This is an optimization exercise on Yosys and OpenROAD, whose aim is small area, a short achievable clock period and few clock cycles, not a production implementation.
RTL that was checked went through simulation tests only; none was proved equivalent to the original.

== run H ==
// bp_unit
module bp_unit (
    input  logic                           clk,
    input  logic                           rst,
    input  logic                           pred_req,
    input  logic [bp_pkg::PC_W-1:0]        pred_pc,
    output logic                           pred_ack,
    output logic                           pred_taken,
    output logic [bp_pkg::PHT_INDEX_W-1:0] pred_index,
    input  logic                           res_req,
    input  bp_pkg::br_kind_t               res_kind,
    input  logic [bp_pkg::PHT_INDEX_W-1:0] res_index,
    input  logic                           res_taken,
    input  logic                           res_mispred,
    output logic                           res_ack,
    output logic [bp_pkg::STAT_W-1:0]      br_total,
    output logic [bp_pkg::STAT_W-1:0]      br_missed,
    output logic [bp_pkg::STAT_W-1:0]      jal_total,
    output logic [bp_pkg::STAT_W-1:0]      jal_missed,
    output logic [bp_pkg::STAT_W-1:0]      jalr_total,
    output logic [bp_pkg::STAT_W-1:0]      jalr_missed
);
Size in the first run: ~380 flip-flops, ~160 I/O pins.
==> module pht_table, before the edit <==
module pht_table (
    input  logic                           clk,
    input  logic                           rst,
    input  logic                           res_req,
    input  logic [bp_pkg::PHT_INDEX_W-1:0] res_index,
    input  logic                           upd_en,
    input  logic [bp_pkg::PHT_INDEX_W-1:0] upd_index,
    input  logic                           upd_taken,
    input  logic [bp_pkg::PHT_INDEX_W-1:0] lookup_index,
    output logic [bp_pkg::CTR_W-1:0]       read_ctr
);
    logic [CTR_W-1:0]       ctrs [PHT_SIZE];
    logic [PHT_INDEX_W-1:0] rd_index;
    logic [CTR_W-1:0]       old_q;
    logic [CTR_W-1:0]       wdata;
    logic [7:0]             we_hi;
    logic [15:0]            we_lo;
    assign rd_index = res_req ? res_index : lookup_index;
    assign read_ctr = ctrs[rd_index];
    always_ff @(posedge clk) begin
        old_q <= read_ctr;
    end
    assign wdata[1] = ~rst & ((old_q[1] & old_q[0]) | (upd_taken & (old_q[1] | old_q[0])));
    assign wdata[0] =  rst | ((old_q[1] & ~old_q[0]) | (upd_taken & (old_q[1] | ~old_q[0])));
    always_comb begin
        for (int j = 0; j < 8; j++) begin
            we_hi[j] = rst | (upd_en & (upd_index[6:4] == j[2:0]));
        end
        for (int k = 0; k < 16; k++) begin
            we_lo[k] = rst | (upd_index[3:0] == k[3:0]);
        end
    end
    always_ff @(posedge clk) begin
        for (int i = 0; i < PHT_SIZE; i++) begin
            if (we_hi[i/16] & we_lo[i%16]) begin
                ctrs[i] <= wdata;
            end
        end
    end
endmodule
==> module bp_unit, before the edit <==
module bp_unit (
    input  logic                           clk,
    input  logic                           rst,
    input  logic                           pred_req,
    input  logic [bp_pkg::PC_W-1:0]        pred_pc,
    output logic                           pred_ack,
    output logic                           pred_taken,
    output logic [bp_pkg::PHT_INDEX_W-1:0] pred_index,
    input  logic                           res_req,
    input  bp_pkg::br_kind_t               res_kind,
    input  logic [bp_pkg::PHT_INDEX_W-1:0] res_index,
    input  logic                           res_taken,
    input  logic                           res_mispred,
    output logic                           res_ack,
    output logic [bp_pkg::STAT_W-1:0]      br_total,
    output logic [bp_pkg::STAT_W-1:0]      br_missed,
    output logic [bp_pkg::STAT_W-1:0]      jal_total,
    output logic [bp_pkg::STAT_W-1:0]      jal_missed,
    output logic [bp_pkg::STAT_W-1:0]      jalr_total,
    output logic [bp_pkg::STAT_W-1:0]      jalr_missed
);
    logic [PHT_INDEX_W-1:0] ghr;
    logic                   upd_en;
    logic [PHT_INDEX_W-1:0] upd_index;
    logic                   upd_taken;
    logic                   stat_en;
    logic                   is_br;
    logic                   is_jal;
    logic                   is_jalr;
    logic [PHT_INDEX_W-1:0] lookup_index;
    logic [CTR_W-1:0]       read_ctr;
    bp_index_stage index_stage (
        .clk          (clk),
        .rst          (rst),
        .pred_req     (pred_req),
        .pred_pc      (pred_pc),
        .ghr          (ghr),
        .read_ctr     (read_ctr),
        .lookup_index (lookup_index),
        .pred_ack     (pred_ack),
        .pred_taken   (pred_taken),
        .pred_index   (pred_index)
    );
    pht_table pht (
        .clk          (clk),
        .rst          (rst),
        .res_req      (res_req),
        .res_index    (res_index),
        .upd_en       (upd_en),
        .upd_index    (upd_index),
        .upd_taken    (upd_taken),
        .lookup_index (lookup_index),
        .read_ctr     (read_ctr)
    );
    bp_resolve_stage resolve_stage (
        .clk          (clk),
        .rst          (rst),
        .res_req      (res_req),
        .res_kind     (res_kind),
        .res_index    (res_index),
        .res_taken    (res_taken),
        .res_ack      (res_ack),
        .ghr          (ghr),
        .upd_en       (upd_en),
        .upd_index    (upd_index),
        .upd_taken    (upd_taken),
        .stat_en      (stat_en),
        .is_br        (is_br),
        .is_jal       (is_jal),
        .is_jalr      (is_jalr)
    );
    mispredict_stats stats (
        .clk          (clk),
        .rst          (rst),
        .stat_en      (stat_en),
        .is_br        (is_br),
        .is_jal       (is_jal),
        .is_jalr      (is_jalr),
        .stat_miss    (res_mispred),
        .br_total     (br_total),
        .br_missed    (br_missed),
        .jal_total    (jal_total),
        .jal_missed   (jal_missed),
        .jalr_total   (jalr_total),
        .jalr_missed  (jalr_missed)
    );
endmodule
export LEC_CHECK = 0
export ABC_CLOCK_PERIOD_IN_PS = 2500
export CAP_MARGIN = 20
export CORE_MARGIN = 2
export CORE_UTILIZATION = 40
export SETUP_SLACK_MARGIN = 2.5
export SLEW_MARGIN = 20
create_clock -name core_clock -period 5.0 [get_ports {clk}]
run.sh (not shown) runs the stock make flow with config.mk's settings and CLKGATE_MAP_FILE= SYNTH_SCRIPT=/design/flow/synth_recipe.tcl, a recipe that flattens the netlist after the stock synthesis.
For run C, these inputs were changed with respect to run H:
==> flow/design.v, changed modules only <==
module pht_table (
    input  logic                           clk,
    input  logic                           rst,
    input  logic                           upd_en,
    input  logic [bp_pkg::PHT_INDEX_W-1:0] upd_index,
    input  logic                           upd_taken,
    input  logic [bp_pkg::PHT_INDEX_W-1:0] lookup_index,
    output logic [bp_pkg::CTR_W-1:0]       read_ctr
);
    logic [CTR_W-1:0]       ctrs [PHT_SIZE];
    logic [PHT_INDEX_W-1:0] rd_index;
    logic [CTR_W-1:0]       wdata;
    logic [7:0]             we_hi;
    logic [15:0]            we_lo;
    assign rd_index = upd_en ? upd_index : lookup_index;
    assign read_ctr = ctrs[rd_index];
    assign wdata[1] = ~rst & ((read_ctr[1] & read_ctr[0]) | (upd_taken & (read_ctr[1] | read_ctr[0])));
    assign wdata[0] =  rst | ((read_ctr[1] & ~read_ctr[0]) | (upd_taken & (read_ctr[1] | ~read_ctr[0])));
    always_comb begin
        for (int j = 0; j < 8; j++) begin
            we_hi[j] = rst | (upd_en & (upd_index[6:4] == j[2:0]));
        end
        for (int k = 0; k < 16; k++) begin
            we_lo[k] = rst | (upd_index[3:0] == k[3:0]);
        end
    end
    always_ff @(posedge clk) begin
        for (int i = 0; i < PHT_SIZE; i++) begin
            if (we_hi[i/16] & we_lo[i%16]) begin
                ctrs[i] <= wdata;
            end
        end
    end
endmodule
module bp_unit (
    input  logic                           clk,
    input  logic                           rst,
    input  logic                           pred_req,
    input  logic [bp_pkg::PC_W-1:0]        pred_pc,
    output logic                           pred_ack,
    output logic                           pred_taken,
    output logic [bp_pkg::PHT_INDEX_W-1:0] pred_index,
    input  logic                           res_req,
    input  bp_pkg::br_kind_t               res_kind,
    input  logic [bp_pkg::PHT_INDEX_W-1:0] res_index,
    input  logic                           res_taken,
    input  logic                           res_mispred,
    output logic                           res_ack,
    output logic [bp_pkg::STAT_W-1:0]      br_total,
    output logic [bp_pkg::STAT_W-1:0]      br_missed,
    output logic [bp_pkg::STAT_W-1:0]      jal_total,
    output logic [bp_pkg::STAT_W-1:0]      jal_missed,
    output logic [bp_pkg::STAT_W-1:0]      jalr_total,
    output logic [bp_pkg::STAT_W-1:0]      jalr_missed
);
    logic [PHT_INDEX_W-1:0] ghr;
    logic                   upd_en;
    logic [PHT_INDEX_W-1:0] upd_index;
    logic                   upd_taken;
    logic                   stat_en;
    logic                   is_br;
    logic                   is_jal;
    logic                   is_jalr;
    logic [PHT_INDEX_W-1:0] lookup_index;
    logic [CTR_W-1:0]       read_ctr;
    bp_index_stage index_stage (
        .clk          (clk),
        .rst          (rst),
        .pred_req     (pred_req),
        .pred_pc      (pred_pc),
        .ghr          (ghr),
        .read_ctr     (read_ctr),
        .lookup_index (lookup_index),
        .pred_ack     (pred_ack),
        .pred_taken   (pred_taken),
        .pred_index   (pred_index)
    );
    pht_table pht (
        .clk          (clk),
        .rst          (rst),
        .upd_en       (upd_en),
        .upd_index    (upd_index),
        .upd_taken    (upd_taken),
        .lookup_index (lookup_index),
        .read_ctr     (read_ctr)
    );
    bp_resolve_stage resolve_stage (
        .clk          (clk),
        .rst          (rst),
        .res_req      (res_req),
        .res_kind     (res_kind),
        .res_index    (res_index),
        .res_taken    (res_taken),
        .res_ack      (res_ack),
        .ghr          (ghr),
        .upd_en       (upd_en),
        .upd_index    (upd_index),
        .upd_taken    (upd_taken),
        .stat_en      (stat_en),
        .is_br        (is_br),
        .is_jal       (is_jal),
        .is_jalr      (is_jalr)
    );
    mispredict_stats stats (
        .clk          (clk),
        .rst          (rst),
        .stat_en      (stat_en),
        .is_br        (is_br),
        .is_jal       (is_jal),
        .is_jalr      (is_jalr),
        .stat_miss    (res_mispred),
        .br_total     (br_total),
        .br_missed    (br_missed),
        .jal_total    (jal_total),
        .jal_missed   (jal_missed),
        .jalr_total   (jalr_total),
        .jalr_missed  (jalr_missed)
    );
endmodule
Notes after the runs:
- Run C ended with every stage complete and zero timing, DRC or antenna violations.
- Run H -> run C: count of nets after finishing increased slightly
- Note that the timing-limited maximum frequency recorded for run C amounts to 0.76 times the value seen in run H.
- When run C is measured against run H, its global-route usage turns out 2.2 points lower.
- Detailed route, run C vs run H: via total lower for run C
- Delta (run C minus run H): first-pass GRT wire length has decreased; sequential standard cell area has remained practically unchanged.
- Compared with run H, in run C die area went down by 1300 µm²; wire length saw a decrease.
No functional check of the RTL was part of any run of this note.

---

## the previous run
The RTL this note starts from:
==> flow/design.v <==
`default_nettype none
package bp_pkg;
    localparam int PHT_SIZE    = 128;
    localparam int PHT_INDEX_W = $clog2(PHT_SIZE);
    localparam int PC_W = 32;
    localparam int CTR_W = 2;
    localparam logic [CTR_W-1:0] CTR_INIT = 2'd1;
    localparam int STAT_W = 16;
    typedef enum logic [6:0] {
        kind_br   = 7'b1100011,
        kind_jal  = 7'b1101111,
        kind_jalr = 7'b1100111
    } br_kind_t;
    typedef enum logic [1:0] {
        st_idle   = 2'd0,
        st_lookup = 2'd1,
        st_read   = 2'd2,
        st_ack    = 2'd3
    } hs_state_t;
endpackage
`default_nettype wire
`timescale 1ns/1ps
`default_nettype none
import bp_pkg::*;
module bp_index_stage (
    input  logic                           clk,
    input  logic                           rst,
    input  logic                           pred_req,
    input  logic [bp_pkg::PC_W-1:0]        pred_pc,
    input  logic [bp_pkg::PHT_INDEX_W-1:0] ghr,
    input  logic [bp_pkg::PHT_SIZE-1:0]    tk_bits,
    output logic                           pred_ack,
    output logic                           pred_taken,
    output logic [bp_pkg::PHT_INDEX_W-1:0] pred_index
);
    logic                   req_q;
    logic [PHT_INDEX_W-1:0] index;
    logic [3:0]             cand;
    logic [3:0]             sel;
    assign index = pred_pc[PHT_INDEX_W+1:2] ^ ghr;
    always_ff @(posedge clk) begin
        if (rst) begin
            req_q <= 1'b0;
        end else begin
            req_q <= pred_req;
        end
    end
    assign pred_ack = pred_req & req_q;
    always_ff @(posedge clk) begin
        pred_index <= index;
        for (int q = 0; q < 4; q++) begin
            cand[q] <= tk_bits[{q[1:0], index[PHT_INDEX_W-3:0]}];
            sel[q]  <= (index[PHT_INDEX_W-1:PHT_INDEX_W-2] == q[1:0]);
        end
    end
    assign pred_taken = |(cand & sel);
endmodule
`default_nettype wire
`timescale 1ns/1ps
`default_nettype none
import bp_pkg::*;
module pht_table (
    input  logic                           clk,
    input  logic                           rst,
    input  logic [bp_pkg::PHT_INDEX_W-1:0] res_index,
    input  logic                           upd_en,
    input  logic [bp_pkg::PHT_INDEX_W-1:0] upd_index,
    input  logic                           upd_taken,
    output logic [bp_pkg::PHT_SIZE-1:0]    tk_bits
);
    logic [CTR_W-1:0] ctrs [PHT_SIZE];
    logic [CTR_W-1:0] cand [4];
    logic [CTR_W-1:0] old;
    logic [CTR_W-1:0] wdata;
    logic [7:0]       we_hi;
    logic [15:0]      we_lo;
    always_comb begin
        for (int i = 0; i < PHT_SIZE; i++) begin
            tk_bits[i] = ctrs[i][CTR_W-1];
        end
    end
    always_ff @(posedge clk) begin
        for (int q = 0; q < 4; q++) begin
            cand[q] <= ctrs[{q[1:0], res_index[PHT_INDEX_W-3:0]}];
        end
    end
    assign old = cand[upd_index[PHT_INDEX_W-1:PHT_INDEX_W-2]];
    assign wdata[1] = ~rst & ((old[1] & old[0]) | (upd_taken & (old[1] | old[0])));
    assign wdata[0] =  rst | ((old[1] & ~old[0]) | (upd_taken & (old[1] | ~old[0])));
    always_comb begin
        for (int j = 0; j < 8; j++) begin
            we_hi[j] = rst | (upd_en & (upd_index[6:4] == j[2:0]));
        end
        for (int k = 0; k < 16; k++) begin
            we_lo[k] = rst | (upd_index[3:0] == k[3:0]);
        end
    end
    always_ff @(posedge clk) begin
        for (int i = 0; i < PHT_SIZE; i++) begin
            if (we_hi[i/16] & we_lo[i%16]) begin
                ctrs[i] <= wdata;
            end
        end
    end
endmodule
`default_nettype wire
`timescale 1ns/1ps
`default_nettype none
import bp_pkg::*;
module bp_resolve_stage (
    input  logic                           clk,
    input  logic                           rst,
    input  logic                           res_req,
    input  bp_pkg::br_kind_t               res_kind,
    input  logic [bp_pkg::PHT_INDEX_W-1:0] res_index,
    input  logic                           res_taken,
    output logic                           res_ack,
    output logic [bp_pkg::PHT_INDEX_W-1:0] ghr,
    output logic                           upd_en,
    output logic [bp_pkg::PHT_INDEX_W-1:0] upd_index,
    output logic                           upd_taken,
    output logic                           stat_en,
    output logic                           is_br,
    output logic                           is_jal,
    output logic                           is_jalr
);
    logic rdy;
    logic req_q;
    always_ff @(posedge clk) begin
        if (rst) begin
            rdy   <= 1'b0;
            req_q <= 1'b0;
        end else begin
            rdy   <= 1'b1;
            req_q <= res_req;
        end
    end
    assign res_ack = res_req & rdy;
    assign is_br   = (res_kind == kind_br);
    assign is_jal  = (res_kind == kind_jal);
    assign is_jalr = (res_kind == kind_jalr);
    assign stat_en = res_req & ~req_q;
    always_ff @(posedge clk) begin
        if (rst) begin
            upd_en <= 1'b0;
        end else begin
            upd_en <= stat_en & is_br;
        end
        upd_index <= res_index;
        upd_taken <= res_taken;
    end
    always_ff @(posedge clk) begin
        if (rst) begin
            ghr <= '0;
        end else if (upd_en) begin
            ghr <= {ghr[PHT_INDEX_W-2:0], upd_taken};
        end
    end
endmodule
`default_nettype wire
`timescale 1ns/1ps
`default_nettype none
import bp_pkg::*;
module mispredict_stats (
    input  logic                      clk,
    input  logic                      rst,
    input  logic                      stat_en,
    input  logic                      is_br,
    input  logic                      is_jal,
    input  logic                      is_jalr,
    input  logic                      stat_miss,
    output logic [bp_pkg::STAT_W-1:0] br_total,
    output logic [bp_pkg::STAT_W-1:0] br_missed,
    output logic [bp_pkg::STAT_W-1:0] jal_total,
    output logic [bp_pkg::STAT_W-1:0] jal_missed,
    output logic [bp_pkg::STAT_W-1:0] jalr_total,
    output logic [bp_pkg::STAT_W-1:0] jalr_missed
);
    logic [5:0]        inc;
    logic [STAT_W-1:0] cnt  [6];
    logic [STAT_W-1:0] carry [6];
    assign inc[0] = stat_en & is_br;
    assign inc[1] = stat_en & is_br & stat_miss;
    assign inc[2] = stat_en & is_jal;
    assign inc[3] = stat_en & is_jal & stat_miss;
    assign inc[4] = stat_en & is_jalr;
    assign inc[5] = stat_en & is_jalr & stat_miss;
    always_comb begin
        for (int c = 0; c < 6; c++) begin
            carry[c][0] = 1'b1;
            for (int i = 1; i < STAT_W; i++) begin
                carry[c][i] = carry[c][i-1] & cnt[c][i-1];
            end
        end
    end
    always_ff @(posedge clk) begin
        for (int c = 0; c < 6; c++) begin
            cnt[c] <= {STAT_W{~rst}} & (cnt[c] ^ ({STAT_W{inc[c]}} & carry[c]));
        end
    end
    assign br_total    = cnt[0];
    assign br_missed   = cnt[1];
    assign jal_total   = cnt[2];
    assign jal_missed  = cnt[3];
    assign jalr_total  = cnt[4];
    assign jalr_missed = cnt[5];
endmodule
`default_nettype wire
`timescale 1ns/1ps
`default_nettype none
import bp_pkg::*;
module bp_unit (
    input  logic                           clk,
    input  logic                           rst,
    input  logic                           pred_req,
    input  logic [bp_pkg::PC_W-1:0]        pred_pc,
    output logic                           pred_ack,
    output logic                           pred_taken,
    output logic [bp_pkg::PHT_INDEX_W-1:0] pred_index,
    input  logic                           res_req,
    input  bp_pkg::br_kind_t               res_kind,
    input  logic [bp_pkg::PHT_INDEX_W-1:0] res_index,
    input  logic                           res_taken,
    input  logic                           res_mispred,
    output logic                           res_ack,
    output logic [bp_pkg::STAT_W-1:0]      br_total,
    output logic [bp_pkg::STAT_W-1:0]      br_missed,
    output logic [bp_pkg::STAT_W-1:0]      jal_total,
    output logic [bp_pkg::STAT_W-1:0]      jal_missed,
    output logic [bp_pkg::STAT_W-1:0]      jalr_total,
    output logic [bp_pkg::STAT_W-1:0]      jalr_missed
);
    logic [PHT_INDEX_W-1:0] ghr;
    logic                   upd_en;
    logic [PHT_INDEX_W-1:0] upd_index;
    logic                   upd_taken;
    logic                   stat_en;
    logic                   is_br;
    logic                   is_jal;
    logic                   is_jalr;
    logic [PHT_SIZE-1:0]    tk_bits;
    bp_index_stage index_stage (
        .clk          (clk),
        .rst          (rst),
        .pred_req     (pred_req),
        .pred_pc      (pred_pc),
        .ghr          (ghr),
        .tk_bits      (tk_bits),
        .pred_ack     (pred_ack),
        .pred_taken   (pred_taken),
        .pred_index   (pred_index)
    );
    pht_table pht (
        .clk          (clk),
        .rst          (rst),
        .res_index    (res_index),
        .upd_en       (upd_en),
        .upd_index    (upd_index),
        .upd_taken    (upd_taken),
        .tk_bits      (tk_bits)
    );
    bp_resolve_stage resolve_stage (
        .clk          (clk),
        .rst          (rst),
        .res_req      (res_req),
        .res_kind     (res_kind),
        .res_index    (res_index),
        .res_taken    (res_taken),
        .res_ack      (res_ack),
        .ghr          (ghr),
        .upd_en       (upd_en),
        .upd_index    (upd_index),
        .upd_taken    (upd_taken),
        .stat_en      (stat_en),
        .is_br        (is_br),
        .is_jal       (is_jal),
        .is_jalr      (is_jalr)
    );
    mispredict_stats stats (
        .clk          (clk),
        .rst          (rst),
        .stat_en      (stat_en),
        .is_br        (is_br),
        .is_jal       (is_jal),
        .is_jalr      (is_jalr),
        .stat_miss    (res_mispred),
        .br_total     (br_total),
        .br_missed    (br_missed),
        .jal_total    (jal_total),
        .jal_missed   (jal_missed),
        .jalr_total   (jalr_total),
        .jalr_missed  (jalr_missed)
    );
endmodule
`default_nettype wire
Settings: LEC_CHECK=0, ABC_CLOCK_PERIOD_IN_PS=2500, CAP_MARGIN=20, CORE_MARGIN=2, CORE_UTILIZATION=40, CTS_BUF_LIST=sky130_fd_sc_hd__clkbuf_8, CTS_CLUSTER_SIZE=30, SETUP_SLACK_MARGIN=2.6, SLEW_MARGIN=20; clock period 5.0 ns.
standard.sh (not shown) runs the stock make flow with config.mk's settings and CLKGATE_MAP_FILE= SYNTH_SCRIPT=/design/flow/synth_recipe.tcl, a recipe that flattens the netlist after the stock synthesis.
==> flow/flow/run.sh <==
#!/bin/bash
# The standard layout (standard.sh), with plain buf_2 cells as the port
# buffers instead of the delay cells buffer_ports picks by default.
set -euo pipefail
export BUFFER_PORTS_ARGS="-buffer_cell sky130_fd_sc_hd__buf_2"
bash standard.sh > standard.log 2>&1
## Diff of input files: the current run against the previous run
diff --git a/flow/design.v b/flow/design.v
--- a/flow/design.v
+++ b/flow/design.v
@@ -35,8 +35,7 @@
 );
     logic                   req_q;
     logic [PHT_INDEX_W-1:0] index;
-    logic [3:0]             cand;
-    logic [3:0]             sel;
+    logic [1:0]             half_tk;
     assign index = pred_pc[PHT_INDEX_W+1:2] ^ ghr;
     always_ff @(posedge clk) begin
         if (rst) begin
@@ -48,12 +47,12 @@
     assign pred_ack = pred_req & req_q;
     always_ff @(posedge clk) begin
         pred_index <= index;
-        for (int q = 0; q < 4; q++) begin
-            cand[q] <= tk_bits[{q[1:0], index[PHT_INDEX_W-3:0]}];
-            sel[q]  <= (index[PHT_INDEX_W-1:PHT_INDEX_W-2] == q[1:0]);
-        end
-    end
-    assign pred_taken = |(cand & sel);
+        for (int h = 0; h < 2; h++) begin
+            half_tk[h] <= (index[PHT_INDEX_W-1] == h[0]) &
+                          tk_bits[{h[0], index[PHT_INDEX_W-2:0]}];
+        end
+    end
+    assign pred_taken = |half_tk;
 endmodule
 `default_nettype wire
 `timescale 1ns/1ps
## What came out
Of the current run and the previous run, it is the current run that has the lower placement row count.
Taking the previous run as the reference, in the current run share of synthesized flip-flops with an asynchronous set or reset has remained practically unchanged; synthesized cell count fell by 156.
The current run vs the previous run — minimum period implied by the final worst setup slack dropped 0.11 ns.
Diff the current run and the previous run: share of final layout cell area taken by non-clock buffers higher in the current run
Fraction of final layout cells with drive strength greater than 1 ends up higher on the current run.
Synthesis-to-finish area growth: the current run > the previous run
Testbench counts of the current run, summed over its fixed seeds: cycles 60,000.
The RTL of the previous run was laid out without a check of its function.

[port drivers added, routing unchanged]
Ports are ideal in the flow. The routed layouts listed here were re-timed in OpenROAD.
Step 1 (the two cells are an assumption about what drives the block):
set clk [get_ports {clk}]
set_driving_cell -lib_cell sky130_fd_sc_hd__clkbuf_16 $clk
set_driving_cell -lib_cell sky130_fd_sc_hd__buf_2 [delete_from_list [all_inputs] $clk]
Step 2 adds t to the input delays and takes it off the output delays; t is the mean of the earliest and latest rising clock arrival at the registers after step 1. Input paths then give back, and output paths get back, about the clock's delay inside the block.
Slacks: ideal ports / drivers / drivers and shift; pairs: ideal ports / drivers.
run	t (ns)	slack for setup (ns)	pins driven straight from the clock port
run H	0.627	1.723 / 1.725 / 1.098	1
run C	0.621	0.713 / 0.716 / 0.095	1
the previous run	0.660	2.475 / 2.511 / 1.851	1
the current run	0.692	2.588 / 2.596 / 1.904	1
After both steps every run listed still meets setup and hold. The setup slack of the current run, which loses most, moves by +0.008 ns with the drivers and by -0.684 ns with both steps.
